Background: an optimization exercise with open tools, aiming at small area. Do not read the settings as production practice. The RTL was checked by simulation tests, not by an equivalence proof against the original design. No activity file was given, so power comes from the tool's default toggle rates.

<file path="design/flow/config.mk">
export PLATFORM = sky130hd
export DESIGN_NAME = yolo_layer_top
export DESIGN_NICKNAME = yolo_layer_top
export VERILOG_FILES = /design/flow/design.v
export SDC_FILE = /design/flow/constraint.sdc
export NUM_CORES = 4
export LEC_CHECK = 0
export CAP_MARGIN = 20
export CORE_MARGIN = 2
export CORE_UTILIZATION = 40
export SLEW_MARGIN = 20
</file>
<file path="design/flow/constraint.sdc">
create_clock -name core_clock -period 5.0 [get_ports {clk}]
set_input_delay 1.0000 -clock core_clock [delete_from_list [all_inputs] [get_ports {clk}]]
set_output_delay 1.0000 -clock core_clock [all_outputs]
set_load 0.01 [all_outputs]
</file>
<file path="design/flow/design.v">
`default_nettype none
package yolo_pkg;
    localparam int GRID_COLS = 15;
    localparam int GRID_ROWS = 10;
    localparam int WIN_COL_LO = 1;
    localparam int WIN_COL_HI = 12;
    localparam int WIN_ROW_LO = 1;
    localparam int WIN_ROW_HI = 7;
    localparam int KEEP_N = 5;
    localparam int CONF_LSB = 32;
    localparam int RESULT_WORDS = 2 * KEEP_N;
    typedef logic [63:0] beat_t;
    typedef logic [7:0]  conf_t;
    typedef logic [31:0] box_t;
    typedef logic [3:0]  col_t;
    typedef logic [3:0]  row_t;
    typedef logic [31:0] word_t;
    typedef logic [3:0]  rd_addr_t;
    typedef enum logic [1:0] {
        SCAN_IDLE,
        SCAN_RUN,
        SCAN_DONE
    } scan_state_t;
endpackage
`default_nettype wire
`timescale 1ns/1ns
`default_nettype none
module grid_scanner (
    input  logic           clk,
    input  logic           e203_rst_n,
    input  logic           i_start,
    input  logic           i_clr,
    input  logic           i_valid,
    output logic           o_ready,
    output logic           o_beat_fire,
    output logic           o_in_window,
    output yolo_pkg::col_t o_col,
    output yolo_pkg::row_t o_row,
    output logic           o_frame_last,
    output logic           o_frame_open
);
    yolo_pkg::scan_state_t state_q;
    yolo_pkg::col_t        col_q;
    yolo_pkg::row_t        row_q;
    logic        col_wrap;
    logic        row_last;
    assign o_ready      = (state_q == yolo_pkg::SCAN_RUN);
    assign o_frame_open = (state_q == yolo_pkg::SCAN_IDLE) && i_start;
    assign o_beat_fire  = i_valid && o_ready;
    assign col_wrap     = (col_q == yolo_pkg::col_t'(yolo_pkg::GRID_COLS - 1));
    assign row_last     = (row_q == yolo_pkg::row_t'(yolo_pkg::GRID_ROWS - 1));
    assign o_frame_last = o_beat_fire && col_wrap && row_last;
    assign o_in_window = (col_q >= yolo_pkg::col_t'(yolo_pkg::WIN_COL_LO)) && (col_q <= yolo_pkg::col_t'(yolo_pkg::WIN_COL_HI)) &&
                         (row_q >= yolo_pkg::row_t'(yolo_pkg::WIN_ROW_LO)) && (row_q <= yolo_pkg::row_t'(yolo_pkg::WIN_ROW_HI));
    assign o_col = col_q;
    assign o_row = row_q;
    always_ff @(posedge clk or negedge e203_rst_n) begin
        if (!e203_rst_n) begin
            state_q <= yolo_pkg::SCAN_IDLE;
        end else begin
            case (state_q)
                yolo_pkg::SCAN_IDLE: if (i_start) state_q <= yolo_pkg::SCAN_RUN;
                yolo_pkg::SCAN_RUN:  if (o_frame_last) state_q <= yolo_pkg::SCAN_DONE;
                yolo_pkg::SCAN_DONE: if (i_clr) state_q <= yolo_pkg::SCAN_IDLE;
                default:   state_q <= yolo_pkg::SCAN_IDLE;
            endcase
        end
    end
    always_ff @(posedge clk or negedge e203_rst_n) begin
        if (!e203_rst_n) begin
            col_q <= '0;
            row_q <= '0;
        end else if (o_frame_open) begin
            col_q <= '0;
            row_q <= '0;
        end else if (o_beat_fire) begin
            if (col_wrap) begin
                col_q <= '0;
                row_q <= row_last ? yolo_pkg::row_t'(0) : row_q + yolo_pkg::row_t'(1);
            end else begin
                col_q <= col_q + yolo_pkg::col_t'(1);
            end
        end
    end
endmodule
`default_nettype wire
`timescale 1ns/1ns
`default_nettype none
module top5_sorter (
    input  logic            clk,
    input  logic            e203_rst_n,
    input  logic            i_frame_open,
    input  logic            i_beat_fire,
    input  logic            i_in_window,
    input  logic            i_frame_last,
    input  yolo_pkg::beat_t i_beat,
    input  yolo_pkg::col_t  i_col,
    input  yolo_pkg::row_t  i_row,
    output yolo_pkg::conf_t [yolo_pkg::KEEP_N-1:0] o_conf,
    output yolo_pkg::box_t [yolo_pkg::KEEP_N-1:0] o_box,
    output yolo_pkg::col_t [yolo_pkg::KEEP_N-1:0] o_col,
    output yolo_pkg::row_t [yolo_pkg::KEEP_N-1:0] o_row,
    output logic            o_rank_valid
);
    yolo_pkg::conf_t cur_conf;
    yolo_pkg::box_t  cur_box;
    yolo_pkg::conf_t [yolo_pkg::KEEP_N-1:0] conf_q;
    yolo_pkg::box_t [yolo_pkg::KEEP_N-1:0]  box_q;
    yolo_pkg::col_t [yolo_pkg::KEEP_N-1:0]  col_q;
    yolo_pkg::row_t [yolo_pkg::KEEP_N-1:0]  row_q;
    yolo_pkg::conf_t [yolo_pkg::KEEP_N-1:0] nxt_conf;
    yolo_pkg::box_t [yolo_pkg::KEEP_N-1:0]  nxt_box;
    yolo_pkg::col_t [yolo_pkg::KEEP_N-1:0]  nxt_col;
    yolo_pkg::row_t [yolo_pkg::KEEP_N-1:0]  nxt_row;
    logic [yolo_pkg::KEEP_N-1:0] gt;
    logic              take;
    assign cur_conf = i_beat[yolo_pkg::CONF_LSB +: 8];
    assign cur_box  = i_beat[31:0];
    assign take     = i_beat_fire && i_in_window;
    always_comb begin
        for (int k = 0; k < yolo_pkg::KEEP_N; k++) begin
            gt[k] = cur_conf > conf_q[k];
        end
    end
    always_comb begin
        nxt_conf[0] = gt[0] ? cur_conf : conf_q[0];
        nxt_box[0]  = gt[0] ? cur_box  : box_q[0];
        nxt_col[0]  = gt[0] ? i_col    : col_q[0];
        nxt_row[0]  = gt[0] ? i_row    : row_q[0];
        for (int k = 1; k < yolo_pkg::KEEP_N; k++) begin
            if (gt[k-1]) begin
                nxt_conf[k] = conf_q[k-1];
                nxt_box[k]  = box_q[k-1];
                nxt_col[k]  = col_q[k-1];
                nxt_row[k]  = row_q[k-1];
            end else if (gt[k]) begin
                nxt_conf[k] = cur_conf;
                nxt_box[k]  = cur_box;
                nxt_col[k]  = i_col;
                nxt_row[k]  = i_row;
            end else begin
                nxt_conf[k] = conf_q[k];
                nxt_box[k]  = box_q[k];
                nxt_col[k]  = col_q[k];
                nxt_row[k]  = row_q[k];
            end
        end
    end
    always_ff @(posedge clk or negedge e203_rst_n) begin
        if (!e203_rst_n) begin
            for (int k = 0; k < yolo_pkg::KEEP_N; k++) begin
                conf_q[k] <= '0;
            end
        end else if (i_frame_open) begin
            for (int k = 0; k < yolo_pkg::KEEP_N; k++) begin
                conf_q[k] <= '0;
            end
        end else if (take) begin
            conf_q <= nxt_conf;
        end
    end
    always_ff @(posedge clk) begin
        if (i_frame_open) begin
            for (int k = 0; k < yolo_pkg::KEEP_N; k++) begin
                box_q[k] <= '0;
                col_q[k] <= '0;
                row_q[k] <= '0;
            end
        end else if (take) begin
            box_q <= nxt_box;
            col_q <= nxt_col;
            row_q <= nxt_row;
        end
    end
    always_ff @(posedge clk or negedge e203_rst_n) begin
        if (!e203_rst_n) begin
            o_rank_valid <= 1'b0;
        end else begin
            o_rank_valid <= i_frame_last;
        end
    end
    assign o_conf = conf_q;
    assign o_box  = box_q;
    assign o_col  = col_q;
    assign o_row  = row_q;
endmodule
`default_nettype wire
`timescale 1ns/1ns
`default_nettype none
module result_store (
    input  logic               clk,
    input  logic               e203_rst_n,
    input  logic               i_rank_valid,
    input  logic               i_clr,
    input  yolo_pkg::conf_t [yolo_pkg::KEEP_N-1:0]    i_conf,
    input  yolo_pkg::box_t [yolo_pkg::KEEP_N-1:0]     i_box,
    input  yolo_pkg::col_t [yolo_pkg::KEEP_N-1:0]     i_col,
    input  yolo_pkg::row_t [yolo_pkg::KEEP_N-1:0]     i_row,
    input  yolo_pkg::rd_addr_t i_rd_addr,
    output yolo_pkg::word_t    o_rd_data,
    output logic               o_done
);
    yolo_pkg::word_t words_q [yolo_pkg::RESULT_WORDS];
    yolo_pkg::word_t rd_q;
    logic  done_q;
    logic  addr_ok;
    assign addr_ok = (i_rd_addr < yolo_pkg::rd_addr_t'(yolo_pkg::RESULT_WORDS));
    always_ff @(posedge clk or negedge e203_rst_n) begin
        if (!e203_rst_n) begin
            for (int w = 0; w < yolo_pkg::RESULT_WORDS; w++) begin
                words_q[w] <= '0;
            end
        end else if (i_rank_valid) begin
            for (int k = 0; k < yolo_pkg::KEEP_N; k++) begin
                words_q[2*k]   <= yolo_pkg::word_t'(i_box[k]);
                words_q[2*k+1] <= {i_conf[k], i_col[k], i_row[k], 16'h0000};
            end
        end
    end
    always_ff @(posedge clk or negedge e203_rst_n) begin
        if (!e203_rst_n) begin
            done_q <= 1'b0;
        end else if (i_clr) begin
            done_q <= 1'b0;
        end else if (i_rank_valid) begin
            done_q <= 1'b1;
        end
    end
    always_ff @(posedge clk or negedge e203_rst_n) begin
        if (!e203_rst_n) begin
            rd_q <= '0;
        end else if (addr_ok) begin
            rd_q <= words_q[i_rd_addr];
        end else begin
            rd_q <= '0;
        end
    end
    assign o_rd_data = rd_q;
    assign o_done    = done_q;
endmodule
`default_nettype wire
`timescale 1ns/1ns
`default_nettype none
module yolo_layer_top (
    input  logic               clk,
    input  logic               e203_rst_n,
    input  logic               i_start,
    input  logic               i_clr,
    input  logic               i_valid,
    input  yolo_pkg::beat_t    i_beat,
    input  yolo_pkg::rd_addr_t i_rd_addr,
    output logic               o_ready,
    output yolo_pkg::word_t    o_rd_data,
    output logic               o_done
);
    wire       beat_fire;
    wire       in_window;
    wire yolo_pkg::col_t cur_col;
    wire yolo_pkg::row_t cur_row;
    wire       frame_last;
    wire       frame_open;
    wire yolo_pkg::conf_t [yolo_pkg::KEEP_N-1:0] rank_conf;
    wire yolo_pkg::box_t [yolo_pkg::KEEP_N-1:0]  rank_box;
    wire yolo_pkg::col_t [yolo_pkg::KEEP_N-1:0]  rank_col;
    wire yolo_pkg::row_t [yolo_pkg::KEEP_N-1:0]  rank_row;
    wire        rank_valid;
    grid_scanner u_grid_scanner (
        .clk          (clk),
        .e203_rst_n   (e203_rst_n),
        .i_start      (i_start),
        .i_clr        (i_clr),
        .i_valid      (i_valid),
        .o_ready      (o_ready),
        .o_beat_fire  (beat_fire),
        .o_in_window  (in_window),
        .o_col        (cur_col),
        .o_row        (cur_row),
        .o_frame_last (frame_last),
        .o_frame_open (frame_open)
    );
    top5_sorter u_top5_sorter (
        .clk          (clk),
        .e203_rst_n   (e203_rst_n),
        .i_frame_open (frame_open),
        .i_beat_fire  (beat_fire),
        .i_in_window  (in_window),
        .i_frame_last (frame_last),
        .i_beat       (i_beat),
        .i_col        (cur_col),
        .i_row        (cur_row),
        .o_conf       (rank_conf),
        .o_box        (rank_box),
        .o_col        (rank_col),
        .o_row        (rank_row),
        .o_rank_valid (rank_valid)
    );
    result_store u_result_store (
        .clk          (clk),
        .e203_rst_n   (e203_rst_n),
        .i_rank_valid (rank_valid),
        .i_clr        (i_clr),
        .i_conf       (rank_conf),
        .i_box        (rank_box),
        .i_col        (rank_col),
        .i_row        (rank_row),
        .i_rd_addr    (i_rd_addr),
        .o_rd_data    (o_rd_data),
        .o_done       (o_done)
    );
endmodule
`default_nettype wire
</file>
<file path="design/flow/run.sh">
#!/bin/bash
# synth_recipe.tcl (not shown) runs the flow's synth.tcl, then flattens the netlist and writes it again
# the make line also repeats each setting of config.mk as NAME=value (left out here)
make -C /OpenROAD-flow-scripts/flow DESIGN_CONFIG=/design/flow/config.mk WORK_HOME=/design/flow/orfs CLKGATE_MAP_FILE= SYNTH_SCRIPT=/design/flow/synth_recipe.tcl finish
</file>
==> flow_metrics.env <==
export IMPL_rsz0062_at_grt="false"
export IMPL_powerDensity_nw_per_um2=571
export IMPL_finalWirelength_mm=77.9
export IMPL_hpwlAfterDp_mm=45.0
export IMPL_overflow=0
export IMPL_fin_setup_tns_ns=0
export IMPL_routed_via_density=6.13
export IMPL_crit_arrival_ns=4.39
export IMPL_total_power_mw=15.8
export IMPL_place_port_buffers=82
export IMPL_cts_resized=0
export IMPL_cap_violations=0
export IMPL_place_area_um2=25900
export IMPL_nets=2330
export IMPL_clkTransAtPathRegs_ns=0.06
export IMPL_clock_latency_ns=0.61
export IMPL_synth_area_um2=24100
export IMPL_setup_violations=0
export IMPL_cp_slowest_stage_delay_ns=0.86
export IMPL_fin_crit_ns=3.86
export IMPL_numCtsBuffers=55
export IMPL_area_growth_syn_to_layout_pct=15.1
export IMPL_dr_first_iter_drc_count=1754
export IMPL_ir_drop_mv=0.373
export IMPL_fmax_mhz=259
export IMPL_final_core_util=0.468
export IMPL_place_inst=2933
export IMPL_grt_util_all_layers=0.248
export IMPL_avgSynthCellArea_um2=11.0
export IMPL_hold_path_class="flop to flop"
export IMPL_slew_viol_final=0
export IMPL_crit_chain="clkdlybuf4s50_1 -> ha_1 -> a211o_1 -> o211ai_1 -> nand4_1 -> a211oi_4 -> buf_4 -> o211ai_1 -> o21ai_0"
export IMPL_path_common_cell="o211ai_1"
export IMPL_ys_ff_latch=524
export IMPL_grt_max_degree=154
export IMPL_synthCells=2196
export IMPL_ys_types=55
export IMPL_cp_slowest_cell="clkdlybuf4s50_1"
export IMPL_grt_first_pass_wirelength_mm=119
export IMPL_grt_pass1_vias=18900
export IMPL_hold_buffers=0
export IMPL_layout_drive_gt1_share=0.194
export IMPL_initial_core_util=0.406
export IMPL_status="complete, no violations"
export IMPL_antenna_left=0
export IMPL_path_class="primary input to flop"
export IMPL_hold_viol=0
export IMPL_stdcell_area_um2=27700
export IMPL_worstSetupStartpointType="primary input"
export IMPL_finalWeightedCongestion=0.842
export IMPL_yosys_most_used_dff="dfrtp_1"
export IMPL_wl_per_cell_um=25.7
export IMPL_clock_path_buffers=3
export IMPL_tritoncts="built"
export IMPL_ios=107
export IMPL_h_tree_depth=2
export IMPL_synth_sequential_area_ratio=0.503
export IMPL_drtPass1Iterations=9
export IMPL_syn_nets=2309
export IMPL_cp_end_kind="flop"
export IMPL_yosys_warnings=4
export IMPL_post_cts_buffers=0
export IMPL_async_flop_share=0.618
export IMPL_drcViolationCount=0
export IMPL_antenna_found_initial=0
export IMPL_antenna_cells=0
export IMPL_instances_no_fill=3036
export IMPL_core_region_area_um2=59200
export IMPL_clock_sinks=524
export IMPL_die_h_um=249
export IMPL_synth_edf_count=0
export IMPL_vias=18600
export IMPL_tightest_slew_ns=1.19
export IMPL_root_buffer="clkbuf_16"
export IMPL_total_leakage_power_nw=12.6
export IMPL_die_area_um2=62200
export IMPL_die_w_um=249
export IMPL_fin_crit_sh=0.772
export IMPL_finClkSkew_ns=0.0134
export IMPL_cp_required_ns=5.53
export IMPL_fp_row_count=89
export IMPL_max_slew_margin=0.201
export IMPL_path_max_fanout=48
## layout by cell type, fill, tap and decap left out, types with 35 or more instances in the layout
cell type / Yosys / layout
o21a_1: 35 / 35
dfrtp_1: 324 / 323
mux2i_1: 182 / 182
ha_1: 40 / 40
mux2_2: 241 / 241
clkdlybuf4s50_1: 0 / 80
inv_1: 42 / 42
nand2_1: 176 / 173
o2111ai_1: 55 / 55
nand3_1: 88 / 86
clkbuf_16: 0 / 57
o211ai_1: 62 / 62
a22oi_1: 49 / 49
a21oi_1: 118 / 117
o31ai_1: 42 / 42
o211a_1: 56 / 56
dfxtp_1: 200 / 200
o21ai_0: 135 / 134
buf_4: 9 / 67
## metrics by stage
| step | worst slack [ns] | hold slack (ns) |
|---|---|---|
| after floorplan | 2.05 | 0.445 |
| after global placement | 0.684 | 0.452 |
| after detailed placement | 0.585 | 0.459 |
| after CTS | 1.22 | 0.467 |
| after global routing | 1.01 | 0.486 |
| final | 1.14 | 0.468 |
## path summary, 6_finish.rpt
| path | to | slack, ns | start | cells past startpoint |
|---|---|---|---|---|
| max in group asynchronous | u_result_store.rd_q[23] | 3.33 | e203_rst_n | 2 |
| min in group asynchronous | u_result_store.words_q[2][0] | 0.49 | e203_rst_n | 1 |
| hold / removal | u_top5_sorter.box_q[11] | 0.47 | u_top5_sorter.box_q[11] | 2 |
| setup / recovery | u_top5_sorter.box_q[79] | 1.14 | i_beat[37] | 9 |
| setup reg to reg | u_top5_sorter.box_q[79] | 1.92 | u_top5_sorter.conf_q[13] | 9 |
| hold reg to reg | u_top5_sorter.box_q[11] | 0.47 | u_top5_sorter.box_q[11] | 2 |
## layer usage
metal,vias up,share of wire,GRT usage,wire length (um)
met5,-,0,0,0
met2,737,0.47,0.403,36700
li1,8182,-,-,-
met3,178,0.062,0.0328,4830
met4,0,0.033,0.0923,2550
met1,9515,0.43,0.337,33900
## cell families after synthesis
group / synth area share
compound gates: 0.178
flops: 0.503
mux: 0.188
simple gates: 0.0660
buf+inv: 0.0426
fa+ha+maj: 0.0208
xor+xnor: 0.000728
## state kept, by name, indices dropped and copies added, names as in the netlist
name	cells
u_grid_scanner.state_q	2
u_result_store.done_q	1
u_grid_scanner.row_q	4
u_top5_sorter.conf_q	40
u_result_store.words_q	240
u_top5_sorter.o_rank_valid	1
u_grid_scanner.col_q	4
u_top5_sorter.box_q	160
u_top5_sorter.col_q	20
u_result_store.rd_q	32
u_top5_sorter.row_q	20
## synthesized netlist by cell type, drive strengths merged, types with 2 or more instances
cell     count  share of area
a22o         3         0.0011
dfxtp      200           0.17
o2111ai     55          0.020
mux2i      182          0.076
nor3         8         0.0017
o211ai      62          0.019
mux2       241           0.11
o211a       56          0.023
o31ai       42          0.013
xnor2        2        0.00073
a21boi       6         0.0019
nand3       88          0.018
and3         2        0.00052
and4         2        0.00073
nand4       13         0.0034
a22oi       49          0.015
nand2      176          0.027
a31oi       13         0.0034
nor2        24         0.0038
nor3b        6         0.0019
nor2b        9         0.0023
a221oi      13         0.0047
buf         52          0.013
inv         42         0.0065
a211oi       5         0.0020
or3          2        0.00073
a21oi      118          0.025
a211o        3         0.0011
ha          40          0.021
o21ai      142          0.030
clkbuf     146          0.023
a222oi      15         0.0062
nand2b       7         0.0018
o21a        35          0.011
nand3b       3         0.0015
dfrtp      324           0.34
## worst max-delay path, delay by kind of cell
family / cells / cell delay [ns]
AOI/OAI and AO/OA: 5 / 1.02
adders and majority gates: 1 / 0.36
buffers and inverters: 2 / 1.61
and+or+nand+nor: 1 / 0.37
## layout make-up
type                    instances  area [um2]
inverters                      42         158
flip-flops and latches        524       12100
clock inverters                14         100
fillers                      5409       31500
repair buffers                162        1580
multi-input cells            1432       11100
clock buffers                  89        1690
well taps                     773         967
## report_power, final
| group | leakage (nW) | internal (mW) | total (mW) | switching (mW) |
|---|---|---|---|---|
| logic | 5.62 | 2.19 | 5.79 | 3.60 |
| clock network | 0.882 | 2.35 | 4.07 | 1.72 |
| registers | 6.13 | 5.16 | 5.96 | 0.796 |

what the ideal ports hide:
The flow's constraints put no driver on any port. The routed layout listed below was extracted and timed again, unchanged, in two steps.
Step 1 (the two cells are an assumption about what drives the block):
set clk [get_ports {clk}]
set_driving_cell -lib_cell sky130_fd_sc_hd__clkbuf_16 $clk
set_driving_cell -lib_cell sky130_fd_sc_hd__buf_2 [delete_from_list [all_inputs] $clk]
Step 2 times the ports against the registers' clock, not the clock port: input delays grow and output delays shrink by t, the midpoint of the rising clock arrivals with the driver on.
Slacks: ideal / step 1 / step 2; pairs: ideal / step 1.
t (ns): 0.661
setup slack, ns: 1.142 / 1.138 / 0.477
worst setup path at the end: input to register
slew at the worst register clock pin (ns): 0.06 / 0.06
worst data-port slew with drivers (ns): 0.08
After both steps this run still meets setup and hold. The setup slack of this run moves by -0.004 ns with the drivers and by -0.665 ns with both steps.
